This design comes from an exercise in tuning for small area on the open sky130 flow, not from production work. RTL that was checked went through simulation tests only; none was proved equivalent to the original. For run 5, only the layout was checked, not whether the RTL still works. Power is estimated from default activity; no workload was simulated.

**config.mk**
```make
export PLATFORM = sky130hd
export DESIGN_NAME = ex_stage
export DESIGN_NICKNAME = ex_stage
export VERILOG_FILES = /design/flow/design.v
export SDC_FILE = /design/flow/constraint.sdc
export NUM_CORES = 4
export LEC_CHECK = 0
export CAP_MARGIN = 5
export CORE_MARGIN = 2
export CORE_UTILIZATION = 50
export CTS_BUF_LIST = sky130_fd_sc_hd__clkbuf_8
export GPL_TIMING_DRIVEN = 0
export SETUP_SLACK_MARGIN = 0.2
export SLEW_MARGIN = 5
```
**constraint.sdc**
```tcl
create_clock -name core_clock -period 9.0 [get_ports {clk}]
set_input_delay 1.8000 -clock core_clock [delete_from_list [all_inputs] [get_ports {clk}]]
set_output_delay 1.8000 -clock core_clock [all_outputs]
set_load 0.01 [all_outputs]
```
**design.v**
```verilog
package ex_stage_pkg;
    localparam int XLEN_DEF = 64;
endpackage
module ex_stage_add #(
    parameter int W = 64
) (
    input  logic [W-1:0] a,
    input  logic [W-1:0] b,
    input  logic         ci,
    output logic [W-1:0] s,
    output logic [W-1:0] p,
    output logic [W-1:0] g,
    output logic         co,
    output logic         c_msb
);
    logic [W-1:0] gg, pp;
    always_comb begin
        p  = a ^ b;
        g  = a & b;
        gg = g;
        pp = p;
        gg[0] = g[0] | (p[0] & ci);
        for (int l = 0; (1 << l) < W; l++) begin
            for (int j = (2 << l) - 1; j < W; j += (2 << l)) begin
                gg[j] = gg[j] | (pp[j] & gg[j - (1 << l)]);
                pp[j] = pp[j] & pp[j - (1 << l)];
            end
        end
        for (int l = $clog2(W) - 2; l >= 0; l--) begin
            for (int j = (3 << l) - 1; j < W; j += (2 << l)) begin
                gg[j] = gg[j] | (pp[j] & gg[j - (1 << l)]);
                pp[j] = pp[j] & pp[j - (1 << l)];
            end
        end
        s  = p ^ {gg[W-2:0], ci};
        co = gg[W-1];
        c_msb = gg[W-2];
    end
endmodule
module ex_stage_fwd (
    input  logic [4:0]  rs,
    input  logic        ex_ok,
    input  logic [4:0]  ex_rd,
    input  logic [63:0] ex_data,
    input  logic        force_ex,
    input  logic        wb_we,
    input  logic [4:0]  wb_rd,
    input  logic [63:0] wb_data,
    input  logic [63:0] rf_data,
    output logic [63:0] y
);
    logic ex_hit, wb_hit;
    assign ex_hit = (ex_ok && ex_rd == rs) || force_ex;
    assign wb_hit = wb_we && (wb_rd != 5'd0) && (wb_rd == rs);
    assign y = ex_hit ? ex_data : (wb_hit ? wb_data : rf_data);
endmodule
module ex_stage_shl (
    input  logic [63:0] a,
    input  logic [5:0]  sh,
    input  logic        sll,
    input  logic        sr,
    input  logic        fill,
    output logic [63:0] y
);
    logic [63:0] x;
    always_comb begin
        for (int i = 0; i < 64; i++) x[i] = sr ? a[63-i] : a[i];
        for (int l = 0; l < 6; l++)
            if (sh[l])
                for (int i = 63; i >= 0; i--)
                    x[i] = (i >= (1 << l)) ? x[i - (1 << l)] : fill;
        for (int i = 0; i < 64; i++) y[i] = (sll && x[i]) || (sr && x[63-i]);
    end
endmodule
module ex_stage
#(
    parameter int XLEN = ex_stage_pkg::XLEN_DEF
) (
    input  logic            clk,
    input  logic            reset,
    input  logic [XLEN-1:0] pc_ex,
    input  logic [XLEN-1:0] rdata1_ex,
    input  logic [XLEN-1:0] rdata2_ex,
    input  logic [XLEN-1:0] imm_ex,
    input  logic [4:0]      rs1_ex,
    input  logic [4:0]      rs2_ex,
    input  logic [4:0]      rd_ex,
    input  logic [3:0]      funct_ex,
    input  logic [1:0]      aluop_ex,
    input  logic            alusrc_ex,
    input  logic            mul_ex,
    input  logic            branch_ex,
    input  logic            memread_ex,
    input  logic            memtoreg_ex,
    input  logic            memwrite_ex,
    input  logic            regwrite_ex,
    input  logic [4:0]      memwb_rd,
    input  logic            memwb_regwrite,
    input  logic [XLEN-1:0] memwb_wdata,
    input  logic            ex_flush,
    output logic [XLEN-1:0] mem_branch_tgt,
    output logic [XLEN-1:0] mem_alu_result,
    output logic [XLEN-1:0] mem_store_data,
    output logic            mem_zero,
    output logic [4:0]      mem_rd,
    output logic            mem_branch,
    output logic            mem_memread,
    output logic            mem_memtoreg,
    output logic            mem_memwrite,
    output logic            mem_regwrite,
    output logic            ex_stall
);
    logic [XLEN-1:0] r_alu_result, r_store_data, r_branch_tgt;
    logic [4:0]      r_rd;
    logic [4:0]      r_ctrl;       
    logic [6:0]      r_cnt;
    logic            r_ak;         
    logic w_mul_go, w_setup, w_final, w_step, w_stall;
    assign w_mul_go = mul_ex && !ex_flush;
    assign w_final  = r_cnt[6] && r_cnt[1];                             
    assign w_setup  = (r_cnt[6:2] == 5'd0) && !(r_cnt[1] && r_cnt[0]);  
    assign w_step   = !w_setup && !w_final;                             
    assign w_stall  = w_mul_go && !w_final;
    assign ex_stall = w_stall && !reset;
    logic [6:0] w_cnt_inc;
    assign w_cnt_inc = r_cnt + 7'd1;
    always_ff @(posedge clk or posedge reset) begin
        if (reset) r_cnt <= '0;
        else       r_cnt <= w_stall ? w_cnt_inc : 7'd0;
    end
    logic [63:0] w_a_next;
    always_comb
        for (int i = 0; i < 64; i++) w_a_next[i] = rdata1_ex[(65 - i) % 64];
    always_ff @(posedge clk) r_ak <= w_a_next[r_cnt[5:0]];
    logic w_ex_ok;
    assign w_ex_ok = r_ctrl[0] && !r_ctrl[2] && (r_rd != 5'd0);
    logic [XLEN-1:0] w_fwd_a, w_fwd_b;
    ex_stage_fwd u_fwd_a (
        .rs(rs1_ex), .ex_ok(w_ex_ok), .ex_rd(r_rd), .ex_data(r_alu_result), .force_ex(mul_ex),
        .wb_we(memwb_regwrite), .wb_rd(memwb_rd), .wb_data(memwb_wdata), .rf_data(rdata1_ex),
        .y(w_fwd_a)
    );
    ex_stage_fwd u_fwd_b (
        .rs(rs2_ex), .ex_ok(w_ex_ok), .ex_rd(r_rd), .ex_data(r_alu_result), .force_ex(1'b0),
        .wb_we(memwb_regwrite), .wb_rd(memwb_rd), .wb_data(memwb_wdata), .rf_data(rdata2_ex),
        .y(w_fwd_b)
    );
    logic [3:0] w_f;
    logic d_add, d_sub, d_sll, d_slt, d_sltu, d_xor, d_srl, d_sra, d_or, d_and;
    always_comb begin
        if (aluop_ex == 2'b00)      w_f = 4'b0000;
        else if (aluop_ex == 2'b01) w_f = 4'b1000;
        else if (aluop_ex[0] && funct_ex[2:0] != 3'b101) w_f = {1'b0, funct_ex[2:0]};
        else                        w_f = funct_ex;
        d_sub  = (w_f == 4'b1000);
        d_sll  = (w_f == 4'b0001);
        d_slt  = (w_f == 4'b0010);
        d_sltu = (w_f == 4'b0011);
        d_xor  = (w_f == 4'b0100);
        d_srl  = (w_f == 4'b0101);
        d_sra  = (w_f == 4'b1101);
        d_or   = (w_f == 4'b0110);
        d_and  = (w_f == 4'b0111);
        d_add  = !(d_sub || d_sll || d_slt || d_sltu || d_xor || d_srl || d_sra || d_or || d_and);
    end
    logic u_imm, u_b, u_sub;
    logic s_sum, s_dbl, s_p, s_g, s_sh, s_shr, s_slt, s_sltu;
    assign u_imm  = !mul_ex && alusrc_ex;
    assign u_b    = mul_ex ? r_ak : !alusrc_ex;
    assign u_sub  = !mul_ex && (d_sub || d_slt || d_sltu);
    assign s_sum  = mul_ex ? w_final : (d_add || d_sub);
    assign s_dbl  = mul_ex && w_step;
    assign s_p    = !mul_ex && (d_xor || d_or);
    assign s_g    = !mul_ex && (d_and || d_or);
    assign s_sh   = !mul_ex && d_sll;
    assign s_shr  = !mul_ex && (d_srl || d_sra);
    assign s_slt  = !mul_ex && d_slt;
    assign s_sltu = !mul_ex && d_sltu;
    logic [XLEN-1:0] w_op_b;
    assign w_op_b = alusrc_ex ? imm_ex : w_fwd_b;
    logic [XLEN-1:0] w_sh;
    ex_stage_shl u_shl (
        .a(w_fwd_a), .sh(w_op_b[5:0]), .sll(s_sh), .sr(s_shr), .fill(d_sra && w_fwd_a[XLEN-1]), .y(w_sh)
    );
    logic [XLEN-1:0] w_y, w_sum, w_p, w_g, w_res;
    logic            w_co, w_cm, w_ltu, w_lt;
    assign w_y = ({XLEN{u_imm}} & imm_ex) | ({XLEN{u_b}} & w_fwd_b);
    ex_stage_add #(.W(XLEN)) u_add (
        .a(w_fwd_a), .b(w_y ^ {XLEN{u_sub}}), .ci(u_sub),
        .s(w_sum), .p(w_p), .g(w_g), .co(w_co), .c_msb(w_cm)
    );
    assign w_ltu = !w_co;
    assign w_lt  = w_p[XLEN-1] ? w_ltu : w_fwd_a[XLEN-1];
    always_comb begin
        w_res = ({XLEN{s_sum}} & w_sum) | ({XLEN{s_dbl}} & {w_sum[XLEN-2:0], 1'b0}) |
                ({XLEN{s_p}} & w_p) | ({XLEN{s_g}} & w_g) | w_sh;
        w_res[0] = w_res[0] | (s_slt && w_lt) | (s_sltu && w_ltu);
    end
    localparam int TGT_RC = 8;
    logic [XLEN-1:0] w_tgt;
    logic            w_tgt_c;
    always_comb begin
        w_tgt_c = 1'b0;
        for (int i = 1; i <= TGT_RC; i++) begin
            w_tgt[i] = pc_ex[i] ^ imm_ex[i-1] ^ w_tgt_c;
            w_tgt_c  = (pc_ex[i] & imm_ex[i-1]) | (pc_ex[i] & w_tgt_c) | (imm_ex[i-1] & w_tgt_c);
        end
    end
    logic            w_tgt_co, w_tgt_cm;
    logic [XLEN-2-TGT_RC:0] w_tgt_p, w_tgt_g;
    ex_stage_add #(.W(XLEN-1-TGT_RC)) u_tgt (
        .a(pc_ex[XLEN-1:TGT_RC+1]), .b(imm_ex[XLEN-2:TGT_RC]), .ci(w_tgt_c),
        .s(w_tgt[XLEN-1:TGT_RC+1]), .p(w_tgt_p), .g(w_tgt_g), .co(w_tgt_co), .c_msb(w_tgt_cm)
    );
    assign w_tgt[0] = pc_ex[0];
    always_ff @(posedge clk or posedge reset) begin
        if (reset)                    r_ctrl <= '0;
        else if (ex_flush || w_stall) r_ctrl <= '0;
        else r_ctrl <= {branch_ex, memread_ex, memtoreg_ex, memwrite_ex, regwrite_ex};
    end
    always_ff @(posedge clk) begin
        r_alu_result <= w_res;
        r_store_data <= w_fwd_b;
        r_branch_tgt <= w_tgt;
        r_rd         <= rd_ex;
    end
    assign mem_alu_result = r_alu_result;
    assign mem_store_data = r_store_data;
    assign mem_branch_tgt = r_branch_tgt;
    assign mem_zero       = (r_alu_result == '0);
    assign mem_rd         = r_rd;
    assign {mem_branch, mem_memread, mem_memtoreg, mem_memwrite, mem_regwrite} = r_ctrl;
endmodule
```
**flow/run.sh**
```bash
#!/bin/bash
# The standard layout (standard.sh) with these changes:
#  - synthesis maps the logic with an area-oriented ABC script (flow/area.abc); the shifter
#    (ex_stage_shl) and forwarding (ex_stage_fwd) modules are kept apart until after mapping
#    and mapped with flow/shifter.abc (ABC's amap), then flattened like the rest;
#  - every port still gets a buffer, made from the smallest buffer cell (buf_1);
#  - clock tree synthesis uses clkbuf_8 with clusters of up to 14 sinks and adds no dummy loads.
set -euo pipefail
HERE=$(pwd)
cat flow/abc_override.tcl synth_recipe.tcl > my_synth.tcl
sed "s#SYNTH_SCRIPT=[^ ]*#SYNTH_SCRIPT=$HERE/my_synth.tcl#" standard.sh > my_standard.sh
export MY_ABC_SCRIPT=$HERE/flow/area.abc
export MY_ABC_SHL_SCRIPT=$HERE/flow/shifter.abc
export MY_AMAP_MODULES="ex_stage_shl ex_stage_fwd"
export SYNTH_KEEP_MODULES="ex_stage_shl ex_stage_fwd"
export BUFFER_PORTS_ARGS="-buffer_cell sky130_fd_sc_hd__buf_1"
export CTS_ARGS="-sink_clustering_enable -repair_clock_nets -buf_list sky130_fd_sc_hd__clkbuf_8 -dont_use_dummy_load -sink_clustering_size 14 -sink_clustering_max_diameter 70"
bash my_standard.sh > flow.log 2>&1
```
**flow/abc_override.tcl**
```tcl
# Map with flow/area.abc instead of ORFS's ABC script; the modules named in MY_AMAP_MODULES
# (kept apart until after mapping) are mapped on their own with flow/shifter.abc (ABC's amap).
# Everything else is the standard flow's synthesis.
proc abc {args} {
  set i [lsearch $args -script]
  set main_args [lreplace $args [expr {$i+1}] [expr {$i+1}] $::env(MY_ABC_SCRIPT)]
  set amap_args [lreplace $args [expr {$i+1}] [expr {$i+1}] $::env(MY_ABC_SHL_SCRIPT)]
  set sel {}
  foreach m $::env(MY_AMAP_MODULES) { lappend sel "*$m*" }
  yosys abc {*}$amap_args {*}$sel
  yosys abc {*}$main_args {*}$sel %n
}
```
**flow/area.abc**
```
&get -n
&st
&dch
&nf -R 30
&put
topo
stime -c
```
**flow/shifter.abc**
```
strash
dch
amap
topo
stime -c
```
**standard.sh**
```bash
#!/bin/bash
# synth_recipe.tcl (not shown) runs the flow's synth.tcl, then flattens the netlist and writes it again
# the make line also repeats each setting of config.mk as NAME=value (left out here)
make -C /OpenROAD-flow-scripts/flow DESIGN_CONFIG=/design/flow/config.mk WORK_HOME=/design/flow/orfs CLKGATE_MAP_FILE= SYNTH_SCRIPT=/design/flow/synth_recipe.tcl "${@:-finish}"
```
==> results.toml, run 1 <==
[status]
run_status = "no timing/DRC/antenna violations"

[setup_path]
required_ns = 9.49
timing_worst_setup_path_type = "input pin to register"
crit_arrival_ns = 9.07
worstSetupEndpointType = "register"
crit_path_max_fanout = 5
cp-start-kind = "input pin"
r2r_setup_slack_ns = 1.28

[global_route]
largest_net_degree_at_the_start_of_global_routing = 129
grt_antenna_before_repair = 3
grt_pass1_vias = 20900
grt_overflow_total = 0
globalRouteTotalUtil_pct = 40.1
grt_first_pass_wirelength_um = 122000

[yosys]
prevailing_post_synth_register_cell = "dfxtp_1"
yosys_warnings = 5
ys_seq_elements = 210
netlist_instances = 2198
synth.cell_area_um2 = 18800
syn_nets = 2740
synth-async-reset-ratio_pct = 5.71
synth.yosys.seq_area_share_pct = 22.7
synth-edff-count = 0
mean_cell_area_of_the_mapped_netlist_um2 = 8.55
synthDistinctLibCells = 53

[clock_network]
post_cts_hold_buffer_count = 0
cts_tree = "yes"
clkSinkCount = 210
root_buffer = "clkbuf_8"
tritoncts.num_buffers = 21
ctsHtreeMaxLevel = 1
clk_transition_reported_paths_ns = 0.09
clock_insertion_delay_worst_skew_ns = 0.60
clock_tree_buf_depth = 3

[floorplan]
floorplan.rows = 71
core_um2 = 37300
number_of_placed_i_o_pins = 561
width_of_the_chip_um = 198
initial_core_util_pct = 50.4
fp.dieArea_um2 = 39100
chip_height_um = 198

[sta]
setup_skew_after_layout_ns = 0.0592
achievable-frequency_mhz = 117
worstMarginPinSlew_ns = 1.29
period_needed_ns = 8.58
layout_worst_path_cycle_share_pct = 95.4
maxSlewHeadroom_pct = 13.7
worst_slack_ns = 0.418
slew_violations = 0
grt_setup_unrepaired = "yes"
report.final.hold_viol_count = 0
final-setup-viol-count = 0

[flow_run]
maxCapViolations = 0

[place]
buffer_ports.inserted = 560
routabilityCongestion = 0.951
detailedPlace.worstSlack_ns = -1.41
placed_area_um2 = 22600
dp_hpwl_um = 65200

[routing]
routed_wirelength_um = 82300
via_count = 22300
final_routed_wire_length_divided_by_cell_count_um = 24.8
detail_route.first_pass.iterations = 8
routed_vias_inst = 6.74
postRouteAntennaNets = 0
drt_first_iter_violations = 2424
drc_errors = 0

[layout]
layout.cell_area.non_filler_um2 = 23100
utilization_pct = 61.8
finalNetCount = 3382
drive_gt1_share_pct = 6.10
area_growth_syn_to_layout_pct = 22.7

[power_and_ir_drop]
p_leak_nw = 8.01
irDropWorstVdd_mv = 0.121
power_density_nw_per_um2 = 193

[min_path]
hold_path.class = "register to register"
[cell families after synthesis]
group,synth area share (%)
other,0.0200
and+or+nand+nor,9.74
DFF,22.7
buffers and inverters,1.78
adders and majority gates,15.0
xor gates and xnor gates,5.83
AOI/OAI and AO/OA,42.1
muxes,2.87
[modules after synthesis (local to each module, per instance)]
module        flops+latches  cell area, um^2
ex_stage_fwd              0             1190
ex_stage                210            12500
ex_stage_shl              0             3940
[state kept, by name, summed over array words and instances, names as in the netlist]
register,cells
r_ak,1
r_alu_result,64
r_branch_tgt,64
r_cnt,7
r_ctrl,5
r_rd,5
r_store_data,64
[layout make-up]
class / instances / area (um^2)
multi-input cells: 1899 / 14600
fillers: 3409 / 14300
flip-flops and latches: 210 / 4270
repair buffers: 619 / 2940
well taps: 474 / 593
inverters: 89 / 395
clock buffers: 21 / 289
diodes: 2 / 5.00
[through the flow]
step / power, mW / TNS [ns] / hold WS [ns] / cells
6_report: 4.45 / 0 / 0.542 / 3314
5_1_grt: 4.69 / 0 / 0.570 / 3314
4_1_cts: 4.38 / 0 / 0.521 / 3307
3_5_place_dp: 3.81 / -35.64 / 0.534 / 3283
3_3_place_gp: 3.72 / -319.63 / 0.524 / 3232
2_1_floorplan: 2.91 / -8.45 / 0.537 / 2198
[Yosys cell counts, types with 12 or more instances]
cell type / instances / area share [%]
nand2_1: 244 / 4.9
a22oi_1: 227 / 9.1
o21ai_0: 211 / 5.6
o22a_1: 203 / 9.5
dfxtp_1: 198 / 21
o22ai_1: 177 / 5.9
ha_1: 118 / 7.9
nor2_1: 100 / 2.0
a21oi_1: 93 / 2.5
clkinv_1: 89 / 1.8
xnor2_1: 88 / 4.1
fa_1: 67 / 7.1
xor2_1: 37 / 1.7
a221oi_1: 36 / 1.7
o21a_1: 34 / 1.4
a221o_1: 31 / 1.7
o211ai_1: 26 / 1.0
mux4_2: 20 / 2.4
o32ai_1: 20 / 0.93
nor4_1: 19 / 0.63
nand4_1: 17 / 0.57
nand3_1: 14 / 0.37
dfrtp_1: 12 / 1.6
[where the power goes]
part / internal [mW] / total, mW / switching (mW)
registers: 1.14 / 1.30 / 0.162
clock network: 0.209 / 0.560 / 0.352
logic: 0.971 / 2.59 / 1.62
[cells in the final DEF, fill, tap and decap left out, types with 9 or more instances in the layout]
master    instances
buf_1           559
clkbuf_8         21
fa_1             54
mux4_2           20
ha_1            118
nor4_1           18
nand3_1          14
o22a_1          203
o21ai_1          11
fa_2             13
o21ai_0         199
dfrtp_1          10
a221oi_1         35
o22ai_1         177
xnor2_1          86
nor2_1           99
and2_0            9
buf_4            16
a21oi_1          88
clkinv_1         76
a22oi_1         227
nand4_1          17
nand2_1         244
o21a_1           34
dfxtp_1         198
buf_12           16
o211ai_1         26
a221o_1          31
xor2_1           37
o32ai_1          20
a211oi_1         10
buf_6            20
[worst max-delay path: stages]
cell	delay (ns)
buf_1	0.10
ha_1	0.21
fa_2	0.42
fa_2	0.41
fa_2	0.41
fa_2	0.45
fa_2	0.44
fa_2	0.43
fa_1	0.47
fa_1	0.47
fa_2	0.42
a211oi_4	0.32
o31ai_4	0.14
a31o_2	0.31
a21o_4	0.25
a21o_4	0.27
a31oi_4	0.25
o41a_4	0.28
o31ai_2	0.12
a21o_1	0.27
nand3_1	0.09
nand2_1	0.09
fa_1	0.45
xor2_1	0.17
[repair_timing]
action                                  4_1_cts  5_1_grt
gates resized for setup                      17       14
pin swaps                                     5        7
setup buffers                                 3        5
endpoints found under the setup margin       35       23
[path summary, 6_finish.rpt]
kind                                          from                  endpoint  cells after the start
setup / recovery                         imm_ex[0]  r_branch_tgt[56]$_DFF_P_                     24
hold reg to reg            r_alu_result[9]$_DFF_P_   r_store_data[9]$_DFF_P_                      2
min in group asynchronous                    reset       r_ctrl[4]$_DFF_PP0_                      2
setup reg to reg                   r_rd[1]$_DFF_P_  r_alu_result[63]$_DFF_P_                     28
max in group asynchronous                    reset        r_cnt[5]$_DFF_PP0_                      2
hold / removal             r_alu_result[9]$_DFF_P_   r_store_data[9]$_DFF_P_                      2
[routing by layer]
| layer | GRT usage (%) | share of wire [%] | vias to the layer above |
|---|---|---|---|
| li1 | - | - | 10200 |
| met2 | 65.8 | 46 | 1319 |
| met5 | 0 | 0 | - |
| met4 | 15.3 | 4.0 | 0 |
| met1 | 53.1 | 40 | 10600 |
| met3 | 6.13 | 9.6 | 191 |
==> inputs of run 2 (changes only) <==
--- a/flow/run.sh
+++ b/flow/run.sh
@@ -2,3 +2,4 @@
 # The standard layout (standard.sh) with these changes:
-#  - synthesis maps the logic with an area-oriented ABC script (flow/area.abc); the shifter
+#  - synthesis maps the logic with an area-oriented ABC script that then buffers high-fanout
+#    nets and sizes gates itself (flow/area.abc); the shifter
 #    (ex_stage_shl) and forwarding (ex_stage_fwd) modules are kept apart until after mapping
==> flow/area.abc (replaced) <==
&get -n
&st
&dch
&nf -R 1000
&put
buffer -c -N 32
topo
stime -c
upsize -c
dnsize -c
==> results.toml, run 2 <==
[clock_network]
clock_tree_buf_depth = 3
tritoncts.num_buffers = 22
cts_tree = "yes"
clock_insertion_delay_worst_skew_ns = 0.61
clkSinkCount = 210
clk_transition_reported_paths_ns = 0.10
post_cts_hold_buffer_count = 0
root_buffer = "clkbuf_8"
ctsHtreeMaxLevel = 1

[floorplan]
width_of_the_chip_um = 199
chip_height_um = 199
fp.dieArea_um2 = 39600
initial_core_util_pct = 50.7
floorplan.rows = 71
core_um2 = 37600
number_of_placed_i_o_pins = 561

[global_route]
grt_first_pass_wirelength_um = 128000
grt_overflow_total = 0
grt_pass1_vias = 21800
largest_net_degree_at_the_start_of_global_routing = 129
grt_antenna_before_repair = 6
globalRouteTotalUtil_pct = 42.1

[sta]
setup_skew_after_layout_ns = 0.0623
layout_worst_path_cycle_share_pct = 95.7
slew_violations = 0
period_needed_ns = 8.62
grt_setup_unrepaired = "yes"
achievable-frequency_mhz = 116
maxSlewHeadroom_pct = 10.5
worstMarginPinSlew_ns = 1.34
final-setup-viol-count = 0
report.final.hold_viol_count = 0

[min_path]
worst_hold_startpoint = "r_alu_result[9]$_DFF_P_"
hold_path.class = "register to register"
worst_hold_path.endpoint = "r_store_data[9]$_DFF_P_"
number_of_cells_on_the_worst_hold_path = 2

[yosys]
yosys_warnings = 5
ys_seq_elements = 210
synth_top_area_cells = "dfxtp_1 21%, o22a_1 9.3%, a22oi_1 9.0%, ha_1 7.8%, fa_1 7.0%"
synth.cell_area_um2 = 19000
yosysTopAreaCell = "dfxtp_1"
synth-edff-count = 0
synthDistinctLibCells = 75
syn_nets = 2758
synth.most_common_cell = "nand2_1"
netlist_instances = 2216
prevailing_post_synth_register_cell = "dfxtp_1"
mean_cell_area_of_the_mapped_netlist_um2 = 8.59
post_synth_most_frequent_cells = "243 x nand2_1, 227 x a22oi_1, 210 x o21ai_0"
synth.yosys.seq_area_share_pct = 22.4
synth_top_area_share_pct = 20.8
synth-async-reset-ratio_pct = 5.71

[power_and_ir_drop]
power_density_nw_per_um2 = 199
irDropWorstVdd_mv = 0.136
p_leak_nw = 8.16

[routing]
drt_first_iter_violations = 2598
routed_wirelength_um = 86300
final_routed_wire_length_divided_by_cell_count_um = 25.8
detail_route.first_pass.iterations = 6
routed_vias_inst = 6.85
drc_errors = 0
via_count = 22900
postRouteAntennaNets = 0

[setup_path]
timing_worst_setup_path_type = "input pin to register"
cpMostUsedCell = "fa_2"
worst_setup_path_startpoint = "imm_ex[0]"
critical-path-top-delay-family = "adder cells"
worstSetupEndpointType = "register"
rr_worst_depth = 36
crit_arrival_ns = 9.12
critical-path-slowest-cell = "fa_2"
crit_path_max_fanout = 4
cp-start-kind = "input pin"
cpPeakStageDelay_ns = 0.46
r2r-end = "r_alu_result[63]$_DFF_P_"
required_ns = 9.50
critical_path.n_buffers_inverters = 3
r2r_setup_slack_ns = 1.72
reg2reg_launch_point = "r_rd[1]$_DFF_P_"

[layout]
utilization_pct = 61.0
drive_gt1_share_pct = 6.17
area_growth_syn_to_layout_pct = 20.4
layout_common_cells = "559 x buf_1, 241 x nand2_1, 227 x a22oi_1"
largestRegisters = "r_alu_result (64), r_branch_tgt (64), r_store_data (64)"
finalNetCount = 3381
stdcell_count = 3350
layout_commonest_cell = "buf_1"
layout.cell_area.non_filler_um2 = 22900

[place]
dp_hpwl_um = 64900
buffer_ports.inserted = 559
placed_insts = 3309
routabilityCongestion = 0.937
placed_area_um2 = 22300

[status]
run_status = "no timing/DRC/antenna violations"

[flow_run]
maxCapViolations = 0
-- run 2: cell types whose count changed after synthesis, moves of 7 or more --
cell | previous run | this run
clkinv_1 | 89 | 24
inv_1 | 0 | 64
and2_0 | 10 | 0
and2_1 | 0 | 8
buf_2 | 0 | 8
buf_1 | 0 | 7
clkbuf_1 | 0 | 7
mux2_1 | 7 | 0
mux2_2 | 0 | 7
-- run 2: power breakdown --
part           leakage (nW)  switching, mW  total [mW]  internal [mW]
Sequential             1.82          0.161        1.30           1.14
Clock                 0.158          0.362       0.579          0.218
Combinational          6.18           1.69        2.68          0.991
-- run 2: final cells by class --
type | instances | area, um^2
plain buffers | 23 | 123
repair buffers | 599 | 2650
flip-flops and latches | 210 | 4260
fillers | 3424 | 14700
inverters | 90 | 400
diodes | 2 | 5.00
well taps | 511 | 639
clock buffers | 22 | 303
multi-input cells | 1893 | 14500
-- run 2: worst max path at each step --
| stage | endpoint | depth (start not counted) | slack (ns) |
|---|---|---|---|
| after floorplan | r_alu_result[63]$_DFF_P_ | 31 | -0.75 |
| after global placement | r_alu_result[62]$_DFF_P_ | 30 | -3.93 |
| after detailed placement | r_branch_tgt[62]$_DFF_P_ | 26 | -1.28 |
| after CTS | r_alu_result[63]$_DFF_P_ | 35 | 0.21 |
| after global routing | r_alu_result[63]$_DFF_P_ | 36 | 0.17 |
| final | r_branch_tgt[62]$_DFF_P_ | 27 | 0.38 |
-- run 2: worst min-delay path: cells and delay by family (launching register included) --
kind | cells | cell delay, ns
AO/OA/AOI/OAI | 1 | 0.09
flip-flops | 1 | 0.34
AND/OR/NAND/NOR | 1 | 0.06
-- run 2: layer usage --
metal	wire length [um]	up-vias	GRT usage, %
met3	9810	255	9.16
li1	-	10200	-
met4	4060	0	19.8
met2	39000	1522	66.5
met5	0	-	0
met1	33500	11000	54.9
-- run 2: kinds of logic after synthesis --
group                      synth area share (%)
other                                    0.0197
xor gates and xnor gates                   5.75
AOI/OAI and AO/OA                          42.2
DFF                                        22.4
buffers and inverters                      2.30
and+or+nand+nor                            9.72
adders and majority gates                  14.8
muxes                                      2.83
-- run 2: timing repair --
| item | CTS | global route |
|---|---|---|
| endpoints found under the setup margin | 38 | 39 |
| pin swaps | 10 | 10 |
| resized for setup | 18 | 15 |
| setup buffers | 6 | 10 |
-- run 2: through the flow --
| step | hold slack [ns] | setup WS (ns) | setup TNS, ns | power [mW] |
|---|---|---|---|---|
| 3_5_place_dp | 0.531 | -1.28 | -34.96 | 3.86 |
| 5_1_grt | 0.559 | 0.168 | 0 | 4.82 |
| 2_1_floorplan | 0.537 | -0.748 | -10.90 | 2.96 |
| 3_3_place_gp | 0.525 | -3.93 | -223.13 | 3.79 |
| 6_report | 0.513 | 0.385 | 0 | 4.57 |
| 4_1_cts | 0.505 | 0.212 | 0 | 4.46 |
-- run 2: per-module statistics from Yosys (local to each module, per instance) --
module / cells inside / cell area [um^2]
ex_stage: 1216 / 12700
ex_stage_fwd: 219 / 1190
ex_stage_shl: 562 / 3940
==> inputs of run 3 (changes only) <==
==> flow/area.abc (replaced) <==
&get -n
&st
&dch
&nf -R 30
&put
buffer -c -N 64
topo
stime -c
upsize -c
dnsize -c
==> results.toml, run 3 <==
[setup_path]
rr_worst_depth = 28
critical-path-slowest-cell = "fa_1"
timing_worst_setup_path_type = "input pin to register"
worstSetupEndpointType = "register"
crit_arrival_ns = 9.14
crit_path_max_fanout = 4
cpPeakStageDelay_ns = 0.48
timing.critical_path.cells = "buf_1 > ha_1 > fa_1 > fa_1 > fa_1 > fa_2 > fa_2 > fa_2 > fa_1 > fa_2 > fa_2 > a211oi_4 > o31ai_4 > a31o_4 > a21o_4 > a21o_4 > a31oi_4 > o41a_4 > o21ai_2 > a41o_1 > fa_1 > xor2_1"
cp-start-kind = "input pin"
required_ns = 9.48

[layout]
finalNetCount = 3377
area_growth_syn_to_layout_pct = 20.5
largestRegisters = "r_alu_result (64), r_branch_tgt (64), r_store_data (64)"
utilization_pct = 60.8
layout_commonest_cell = "buf_1"
layout_common_cells = "561 x buf_1, 244 x nand2_1, 227 x a22oi_1"
final.fill_count = 3507
layout.cell_area.non_filler_um2 = 22800
drive_gt1_share_pct = 5.47

[clock_network]
post_cts_hold_buffer_count = 0
clock_tree_buf_depth = 3
cts_tree = "yes"
clk_transition_reported_paths_ns = 0.10
clkSinkCount = 210
clock_insertion_delay_worst_skew_ns = 0.60
root_buffer = "clkbuf_8"
tritoncts.num_buffers = 22
ctsHtreeMaxLevel = 1

[floorplan]
width_of_the_chip_um = 199
number_of_placed_i_o_pins = 561
fp.dieArea_um2 = 39400
initial_core_util_pct = 50.5
core_um2 = 37500
floorplan.rows = 71
chip_height_um = 199

[global_route]
grt_first_pass_wirelength_um = 125000
grt_antenna_before_repair = 4
globalRouteTotalUtil_pct = 41.1
grt_pass1_vias = 21500
largest_net_degree_at_the_start_of_global_routing = 129
grt_overflow_total = 0

[power_and_ir_drop]
p_leak_nw = 8.07
irDropWorstVdd_mv = 0.155
power_density_nw_per_um2 = 195

[place]
routabilityCongestion = 0.954
buffer_ports.inserted = 559
dp_hpwl_um = 63600
detailedPlace.worstSlack_ns = -1.21
placed_area_um2 = 22200

[status]
run_status = "no timing/DRC/antenna violations"

[routing]
via_count = 22600
final_routed_wire_length_divided_by_cell_count_um = 25.4
drc_errors = 0
detail_route.first_pass.iterations = 6
routed_vias_inst = 6.76
routed_wirelength_um = 84900
drt_first_iter_violations = 2323
postRouteAntennaNets = 0

[yosys]
yosysTopAreaCell = "dfxtp_1"
prevailing_post_synth_register_cell = "dfxtp_1"
ys_seq_elements = 210
post_synth_most_frequent_cells = "244 x nand2_1, 227 x a22oi_1, 209 x o21ai_0"
synthDistinctLibCells = 64
syn_nets = 2762
yosys_warnings = 5
synth.yosys.seq_area_share_pct = 22.5
synth_top_area_share_pct = 20.9
mean_cell_area_of_the_mapped_netlist_um2 = 8.53
synth.most_common_cell = "nand2_1"
synth_top_area_cells = "dfxtp_1 21%, o22a_1 9.4%, a22oi_1 9.0%, ha_1 7.8%, fa_1 7.1%"
synth-edff-count = 0
netlist_instances = 2220
synth-async-reset-ratio_pct = 5.71
synth.cell_area_um2 = 18900

[sta]
worstMarginPinSlew_ns = 1.35
layout_worst_path_cycle_share_pct = 96.2
setup_tns_ns = 0
achievable-frequency_mhz = 115
setup_skew_after_layout_ns = 0.0563
slew_violations = 0
worst_slack_ns = 0.340
hold_ws_ns = 0.536
grt_setup_unrepaired = "no"
period_needed_ns = 8.66
report.final.hold_viol_count = 0
maxSlewHeadroom_pct = 10.1
final-setup-viol-count = 0

[min_path]
number_of_cells_on_the_worst_hold_path = 2
hold_path.class = "register to register"

[flow_run]
maxCapViolations = 0
## run 3: repair_timing
action	in CTS	in global routing
pin swaps	6	7
setup endpoints to repair	33	26
setup buffers	3	4
gates resized for setup	18	24
## run 3: final timing paths
kind	startpoint	endpoint	slack (ns)
worst max-delay path	imm_ex[0]	r_branch_tgt[62]$_DFF_P_	0.34
min in group asynchronous	reset	r_ctrl[1]$_DFF_PP0_	1.21
worst max register to register	r_rd[1]$_DFF_P_	r_alu_result[56]$_DFF_P_	1.64
max in group asynchronous	reset	r_cnt[5]$_DFF_PP0_	7.45
worst min register to register	r_alu_result[23]$_DFF_P_	r_store_data[23]$_DFF_P_	0.54
worst min-delay path	r_alu_result[23]$_DFF_P_	r_store_data[23]$_DFF_P_	0.54
## run 3: cells by family (layout without fill, tap and decap cells)
logic type | count (synthesis) | in the layout | share of synthesized area (%)
simple gates | 434 | 434 | 9.67
other cells | 1 | 5 | 0.0198
flops | 210 | 210 | 22.5
xor+xnor | 125 | 125 | 5.78
mux | 28 | 28 | 2.85
buf+inv | 111 | 724 | 2.32
fa+ha+maj | 185 | 185 | 14.9
compound gates | 1126 | 1126 | 42.0
## run 3: final cells by class
class / count / area, um^2 / share of cell area, %
Multi-Input combinational cell: 1899 / 14500 / 63.6
Sequential cell: 210 / 4260 / 18.7
Timing Repair Buffer: 591 / 2550 / 11.2
Tap cell: 511 / 639 / 2.80
Inverter: 89 / 397 / 1.74
Clock buffer: 22 / 303 / 1.33
Buffer: 22 / 131 / 0.576
Antenna cell: 4 / 10.0 / 0.0439
## run 3: metrics by stage
step                      std cells  total power [mW]
after floorplan                2220              2.90
after global placement         3290              3.71
after detailed placement       3313              3.78
after CTS                      3338              4.36
after global routing           3348              4.70
final                          3348              4.45
## run 3: metal layers
metal	up-vias	wire, um	share of wire [%]	global-route usage, %
li1	10200	-	-	-
met1	10800	33200	39	53.6
met2	1457	38200	45	64.0
met3	219	9310	11	9.43
met4	0	4140	4.9	20.5
met5	-	0	0	0
## run 3: power breakdown
| group | leakage, nW | total [mW] | internal (mW) | switching, mW |
|---|---|---|---|---|
| Combinational | 6.09 | 2.59 | 0.951 | 1.64 |
| Sequential | 1.82 | 1.29 | 1.14 | 0.155 |
| Clock | 0.158 | 0.567 | 0.218 | 0.349 |
| Total | 8.07 | 4.45 | 2.31 | 2.14 |
## run 3: Yosys stat by module, one instance, submodules excluded
module        flops+latches  cell area [um^2]
ex_stage                210             12600
ex_stage_shl              0              3940
ex_stage_fwd              0              1190
## run 3: critical path: cells and delay by family
kind	cells	cell delay, ns
AOI/OAI and AO/OA	9	2.33
xor gates and xnor gates	1	0.17
buffers and inverters	1	0.11
adders and majority gates	11	4.70
==> inputs of run 4 (changes only) <==
==> flow/area.abc (replaced) <==
&get -n
&st
&dch
&nf -R 30
&put
buffer -c -N 32
topo
stime -c
upsize -c
dnsize -c
==> results.toml, run 4 <==
[global_route]
grt_busiest_layer = "met2"
groute.layer.met3.usage_pct = 7.87
globalRouteTotalUtil_pct = 41.2
largest_net_degree_at_the_start_of_global_routing = 129
use_met2_pct = 66.2
met1_usage_pct = 54.4
grt_pass1_vias = 21600
grt_antenna_before_repair = 2
grt_overflow_total = 0
grt_first_pass_wirelength_um = 126000

[routing]
detail_route.first_pass.iterations = 6
drt_first_iter_violations = 2865
postRouteAntennaNets = 0
via_count = 22800
routed_vias_inst = 6.81
final_routed_wire_length_divided_by_cell_count_um = 25.4
drc_errors = 0
routed_wirelength_um = 85000

[power_and_ir_drop]
power_density_nw_per_um2 = 196
irDropWorstVdd_mv = 0.153
fin_total_pwr_mw = 4.44
p_leak_nw = 8.04

[flow_run]
maxCapViolations = 0

[sta]
setup_skew_after_layout_ns = 0.0537
worst_slack_ns = 0.424
report.final.hold_viol_count = 0
setup_tns_ns = 0
hold_ws_ns = 0.499
slew_violations = 0
layout_worst_path_cycle_share_pct = 95.3
achievable-frequency_mhz = 117
grt_setup_unrepaired = "no"
maxSlewHeadroom_pct = 9.82
worstMarginPinSlew_ns = 1.35
final-setup-viol-count = 0
period_needed_ns = 8.58

[setup_path]
cp-start-kind = "input pin"
rr_worst_depth = 28
timing_worst_setup_path_type = "input pin to register"
required_ns = 9.49
worst_setup_path_startpoint = "imm_ex[0]"
reg2reg_launch_point = "r_rd[1]$_DFF_P_"
r2r_setup_slack_ns = 1.42
r2r-end = "r_alu_result[62]$_DFF_P_"
crit_path_max_fanout = 5
worstSetupEndpointType = "register"
setup.worst_path.end = "r_branch_tgt[56]$_DFF_P_"
crit_arrival_ns = 9.07

[layout]
layout.cell_area.non_filler_um2 = 22700
utilization_pct = 60.6
largestRegisters = "r_alu_result (64), r_branch_tgt (64), r_store_data (64)"
stdcell_count = 3344
layout_commonest_cell = "buf_1"
finalNetCount = 3376
drive_gt1_share_pct = 5.44
area_growth_syn_to_layout_pct = 20.0
layout_common_cells = "559 x buf_1, 244 x nand2_1, 227 x a22oi_1"

[yosys]
synthDistinctLibCells = 64
synth-async-reset-ratio_pct = 5.71
synth.yosys.seq_area_share_pct = 22.5
yosys_warnings = 5
ys_seq_elements = 210
synth.most_common_cell = "nand2_1"
post_synth_most_frequent_cells = "244 x nand2_1, 227 x a22oi_1, 209 x o21ai_0"
netlist_instances = 2221
synth.cell_area_um2 = 18900
syn_nets = 2763
yosysTopAreaCell = "dfxtp_1"
synth_top_area_share_pct = 20.9
synth_top_area_cells = "dfxtp_1 21%, o22a_1 9.4%, a22oi_1 9.0%, ha_1 7.8%, fa_1 7.1%"
mean_cell_area_of_the_mapped_netlist_um2 = 8.53
synth-edff-count = 0
prevailing_post_synth_register_cell = "dfxtp_1"

[clock_network]
clkSinkCount = 210
cts_tree = "yes"
ctsHtreeMaxLevel = 1
tritoncts.num_buffers = 22
clock_tree_buf_depth = 3
clock_insertion_delay_worst_skew_ns = 0.61
clk_transition_reported_paths_ns = 0.09
root_buffer = "clkbuf_8"

[place]
dp_hpwl_um = 63800
detailedPlace.worstSlack_ns = -1.19
placed_area_um2 = 22200
routabilityCongestion = 0.934
buffer_ports.inserted = 559
placed_insts = 3314

[floorplan]
core_um2 = 37500
floorplan.rows = 71
width_of_the_chip_um = 199
number_of_placed_i_o_pins = 561
chip_height_um = 199
fp.dieArea_um2 = 39400
initial_core_util_pct = 50.5

[status]
run_status = "no timing/DRC/antenna violations"

[min_path]
hold_path.class = "register to register"
run 4: cell types whose count changed after synthesis, sizes merged:
cell / before / now
buf: 16 / 17
run 4: kinds of logic (layout without fill, tap and decap cells):
logic type,count (synthesis),count (layout),synth area share (%)
mux,28,28,2.85
flops,210,210,22.5
other cells,1,2,0.0198
simple gates,434,434,9.67
fa+ha+maj,185,185,14.9
buf+inv,112,723,2.33
compound gates,1126,1126,42.0
xor+xnor,125,125,5.78
run 4: critical path, stage by stage:
cell,delay [ns]
buf_1,0.11
ha_1,0.21
fa_1,0.47
fa_2,0.42
fa_2,0.48
fa_2,0.43
fa_2,0.41
fa_2,0.42
fa_2,0.41
fa_1,0.47
fa_2,0.44
a211oi_4,0.27
o31ai_4,0.16
a31o_4,0.31
a21o_4,0.24
a21o_4,0.27
a31oi_4,0.25
o41a_4,0.28
o31ai_2,0.12
a21o_1,0.29
nand3_1,0.11
nand2_1,0.08
fa_1,0.44
xor2_1,0.17
run 4: worst min-delay path by stage:
stage	startpoint	end	slack, ns	cells past startpoint
after floorplan	r_cnt[5]$_DFF_PP0_	r_ak$_DFF_P_	0.54	1
after global placement	r_alu_result[16]$_DFF_P_	r_store_data[16]$_DFF_P_	0.52	2
after detailed placement	r_alu_result[54]$_DFF_P_	r_store_data[54]$_DFF_P_	0.53	2
after CTS	r_alu_result[6]$_DFF_P_	r_store_data[6]$_DFF_P_	0.48	2
after global routing	r_alu_result[6]$_DFF_P_	r_store_data[6]$_DFF_P_	0.54	2
final	r_alu_result[6]$_DFF_P_	r_store_data[6]$_DFF_P_	0.50	2
run 4: timing repair:
item	4_1_cts	5_1_grt
gates cloned	0	0
pin swaps	7	7
endpoints found under the setup margin	33	29
gates resized for setup	21	18
hold buffers	0	0
setup buffers	1	6
run 4: metal layers:
layer,share of wire (%),wire length (um),vias up
li1,-,-,10200
met1,39,33600,10900
met2,45,38400,1479
met3,11,9380,209
met4,4.2,3600,0
met5,0,0,-
run 4: final cells by class:
type                    count  area [um^2]
flip-flops and latches    210         4260
repair buffers            589         2490
inverters                  89          398
well taps                 511          639
plain buffers              23          134
multi-input cells        1899        14500
diodes                      1         2.50
clock buffers              22          303
fillers                  3485        14800
run 4: where the power goes:
group | internal, mW | leakage [nW] | switching [mW]
logic | 0.946 | 6.07 | 1.63
clock network | 0.217 | 0.158 | 0.361
registers | 1.14 | 1.82 | 0.149
total | 2.30 | 8.04 | 2.14
run 4: per-module statistics from Yosys, one instance, submodules excluded:
module        copies in the design  cells inside  cell area (um^2)
ex_stage                         1          1221             12600
ex_stage_fwd                     2           219              1190
ex_stage_shl                     1           562              3940
==> inputs of run 5 (changes only) <==
--- a/design.v
+++ b/design.v
@@ -198,3 +198,3 @@
     end
-    localparam int TGT_RC = 8;
+    localparam int TGT_RC = 12;
     logic [XLEN-1:0] w_tgt;
==> results.toml, run 5 <==
[yosys]
yosysTopAreaCell = "dfxtp_1"
ys_seq_elements = 210
synth-async-reset-ratio_pct = 5.71
netlist_instances = 2224
yosys.area_share.xor_xnor_pct = 5.71
synth.area.mux_share_pct = 2.86
prevailing_post_synth_register_cell = "dfxtp_1"
synth_top_family_by_area = "compound AO/OA/AOI/OAI gates"
mean_cell_area_of_the_mapped_netlist_um2 = 8.48
synth-compound-area-share_pct = 41.7
yosys_warnings = 5
synth-edff-count = 0
synth_top_area_share_pct = 21.0
synth_adder_area_share_pct = 14.9
synth_top_area_cells = "dfxtp_1 21%, o22a_1 9.4%, a22oi_1 9.0%, ha_1 7.6%, fa_1 7.3%"
post_synth_most_frequent_cells = "258 x nand2_1, 226 x a22oi_1, 215 x o21ai_0"
synth.cell_area_um2 = 18900
synth.yosys.seq_area_share_pct = 22.6
post_synth_and_or_nand_nor_area_fraction_pct = 9.85
synthDistinctLibCells = 61
synth.most_common_cell = "nand2_1"
syn_nets = 2764

[layout]
finalNetCount = 3399
drive_gt1_share_pct = 7.32
final.fill_count = 3377
layout.cell_area.non_filler_um2 = 23100
largestRegisters = "r_alu_result (64), r_branch_tgt (64), r_store_data (64)"
layout_common_cells = "556 x buf_1, 255 x nand2_1, 226 x a22oi_1"
area_growth_syn_to_layout_pct = 22.4
layout_commonest_cell = "buf_1"

[routing]
final_routed_wire_length_divided_by_cell_count_um = 25.5
drc_errors = 0
detail_route.first_pass.iterations = 6
via_count = 22800
routed_wirelength_um = 85900
drt_first_iter_violations = 2766
postRouteAntennaNets = 0
routed_vias_inst = 6.76

[sta]
achievable-frequency_mhz = 111
hold_ws_ns = 0.499
period_needed_ns = 9.02
worstMarginPinSlew_ns = 1.35
worst_slack_ns = -0.0243
slew_violations = 0
maxSlewHeadroom_pct = 10.2
report.final.hold_viol_count = 0
layout_worst_path_cycle_share_pct = 100
final-setup-viol-count = 2
setup_skew_after_layout_ns = 0.0628
grt_setup_unrepaired = "yes"

[min_path]
number_of_cells_on_the_worst_hold_path = 2
worst_hold_startpoint = "r_alu_result[9]$_DFF_P_"
worst_hold_path.endpoint = "r_store_data[9]$_DFF_P_"
hold_path.class = "register to register"

[clock_network]
clock_tree_buf_depth = 3
clkSinkCount = 210
clk_transition_reported_paths_ns = 0.10
root_buffer = "clkbuf_8"
post_cts_hold_buffer_count = 0
cts_tree = "yes"
tritoncts.num_buffers = 22
ctsHtreeMaxLevel = 1
clock_insertion_delay_worst_skew_ns = 0.61

[status]
run_status = "failed layout checks"
checks_that_blocked_layout_checks = "setup timing"

[setup_path]
cpPeakStageDelay_ns = 0.43
crit_arrival_ns = 9.52
r2r-end = "r_alu_result[62]$_DFF_P_"
cpMostUsedCell = "fa_2"
critical-path-top-delay-family = "adder cells"
worst_setup_path_startpoint = "imm_ex[0]"
r2r_setup_slack_ns = 1.54
timing_worst_setup_path_type = "input pin to register"
reg2reg_launch_point = "r_rd[1]$_DFF_P_"
critical_path.n_buffers_inverters = 3
required_ns = 9.49
rr_worst_depth = 27
critical-path-slowest-cell = "fa_2"
crit_path_max_fanout = 4
worstSetupEndpointType = "register"
cp-start-kind = "input pin"

[floorplan]
core_um2 = 37400
floorplan.rows = 71
width_of_the_chip_um = 198
chip_height_um = 198
number_of_placed_i_o_pins = 561
initial_core_util_pct = 50.4
fp.dieArea_um2 = 39300

[place]
placed_area_um2 = 22300
dp_hpwl_um = 65400
routabilityCongestion = 0.972
buffer_ports.inserted = 559

[power_and_ir_drop]
irDropWorstVdd_mv = 0.173
power_density_nw_per_um2 = 194
p_leak_nw = 8.33

[global_route]
grt_pass1_vias = 21600
grt_overflow_total = 0
grt_antenna_before_repair = 3
grt_first_pass_wirelength_um = 126000
globalRouteTotalUtil_pct = 41.7
largest_net_degree_at_the_start_of_global_routing = 129

[flow_run]
maxCapViolations = 0
## run 5: worst max-delay path by stage
stage | depth (start not counted) | end | slack, ns
after floorplan | 25 | r_alu_result[62]$_DFF_P_ | -0.33
after global placement | 15 | r_alu_result[52]$_DFF_P_ | -3.91
after detailed placement | 27 | r_branch_tgt[60]$_DFF_P_ | -1.15
after CTS | 28 | r_branch_tgt[60]$_DFF_P_ | -0.09
after global routing | 28 | r_branch_tgt[60]$_DFF_P_ | -0.07
final | 28 | r_branch_tgt[62]$_DFF_P_ | -0.02
## run 5: per-stage QoR
step           std cells  TNS (ns)  setup WS, ns  power [mW]  util [%]
5_1_grt             3370    -0.214       -0.0713        4.72      61.7
6_report            3371   -0.0363       -0.0243        4.48      61.7
3_3_place_gp        3294   -244.92         -3.91        3.71      58.5
3_5_place_dp        3320    -34.84         -1.15        3.78      59.7
2_1_floorplan       2224     -2.91        -0.332        2.90         -
4_1_cts             3354    -0.307       -0.0941        4.37      61.1
## run 5: where the power goes
| part | switching (mW) | internal, mW |
|---|---|---|
| Sequential | 0.159 | 1.14 |
| Clock | 0.361 | 0.217 |
| Combinational | 1.63 | 0.969 |
## run 5: cell type report
| type | instances | area [um^2] | area share (%) |
|---|---|---|---|
| Clock buffer | 22 | 303 | 1.31 |
| Antenna cell | 3 | 7.51 | 0.0325 |
| Tap cell | 511 | 639 | 2.77 |
| Buffer | 23 | 130 | 0.564 |
| Inverter | 92 | 410 | 1.78 |
| Timing Repair Buffer | 611 | 2760 | 11.9 |
| Sequential cell | 210 | 4260 | 18.5 |
| Multi-Input combinational cell | 1899 | 14600 | 63.1 |
## run 5: per-layer routing
| metal | wire length, um | vias to the layer above | part of all wire [%] | GRT usage (%) |
|---|---|---|---|---|
| li1 | - | 10200 | - | - |
| met1 | 32900 | 10900 | 38 | 53.2 |
| met2 | 38300 | 1468 | 45 | 65.2 |
| met3 | 10600 | 233 | 12 | 11.7 |
| met4 | 4120 | 2 | 4.8 | 19.7 |
| met5 | 7 | - | 0.0082 | 0 |
## run 5: cell families (layout without fill, tap and decap cells)
group / after synthesis / count (layout)
compound gates: 1119 / 1119
simple gates: 445 / 445
flops: 210 / 210
fa+ha+maj: 183 / 183
xor+xnor: 123 / 123
buf+inv: 115 / 748
mux: 28 / 28
other cells: 1 / 4
## run 5: timing repair
action / in CTS / in global routing
endpoints found under the setup margin: 37 / 75
cloned: 0 / 0
setup buffers: 12 / 14
gates resized for setup: 33 / 34
pin swaps: 36 / 30
## run 5: modules after synthesis, one instance, submodules excluded
module / cell area [um^2] / times used / cells
ex_stage: 12600 / 1 / 1224
ex_stage_fwd: 1190 / 2 / 219
ex_stage_shl: 3940 / 1 / 562
## run 5: worst reg2reg max path, delay by kind of cell (launching register included)
kind                       cells  cell delay (ns)
and+or+nand+nor                4             0.60
muxes                          1             0.24
adders and majority gates      2             0.64
buffers and inverters          3             0.61
AOI/OAI and AO/OA             16             4.62
DFF                            1             0.47
xor gates and xnor gates       1             0.15

## static timing again, ports no longer ideal
How much do the figures lean on ideal ports? The routed layouts below were timed once more, with nothing changed but the port constraints. Step 1 sets driving cells, clkbuf_16 on the clock port and buf_2 on the other inputs (assumed; they add their load-dependent delay and slew). Step 2 times the ports against the registers' clock, not the clock port: input delays grow and output delays shrink by t, the midpoint of the rising clock arrivals with the driver on. Three values: ideal, step 1, step 2; two values: the first two.
| run | shift t [ns] | setup WS [ns] | hold WS [ns] |
|---|---|---|---|
| run 1 | 0.621 | 0.418 / 0.443 / -0.178 | 0.542 / 0.542 / 0.542 |
| run 2 | 0.631 | 0.385 / 0.418 / -0.214 | 0.513 / 0.513 / 0.513 |
| run 3 | 0.622 | 0.340 / 0.374 / -0.248 | 0.536 / 0.536 / 0.536 |
| run 4 | 0.637 | 0.424 / 0.459 / -0.178 | 0.499 / 0.499 / 0.499 |
| run 5 | 0.637 | -0.024 / -0.009 / -0.646 | 0.499 / 0.499 / 0.499 |
With both steps, setup timing fails in run 1, run 2, run 3 and run 4, where it was met with ideal ports. For run 5, which loses most, drivers alone change the setup slack by +0.015 ns; drivers and shift together by -0.622 ns.
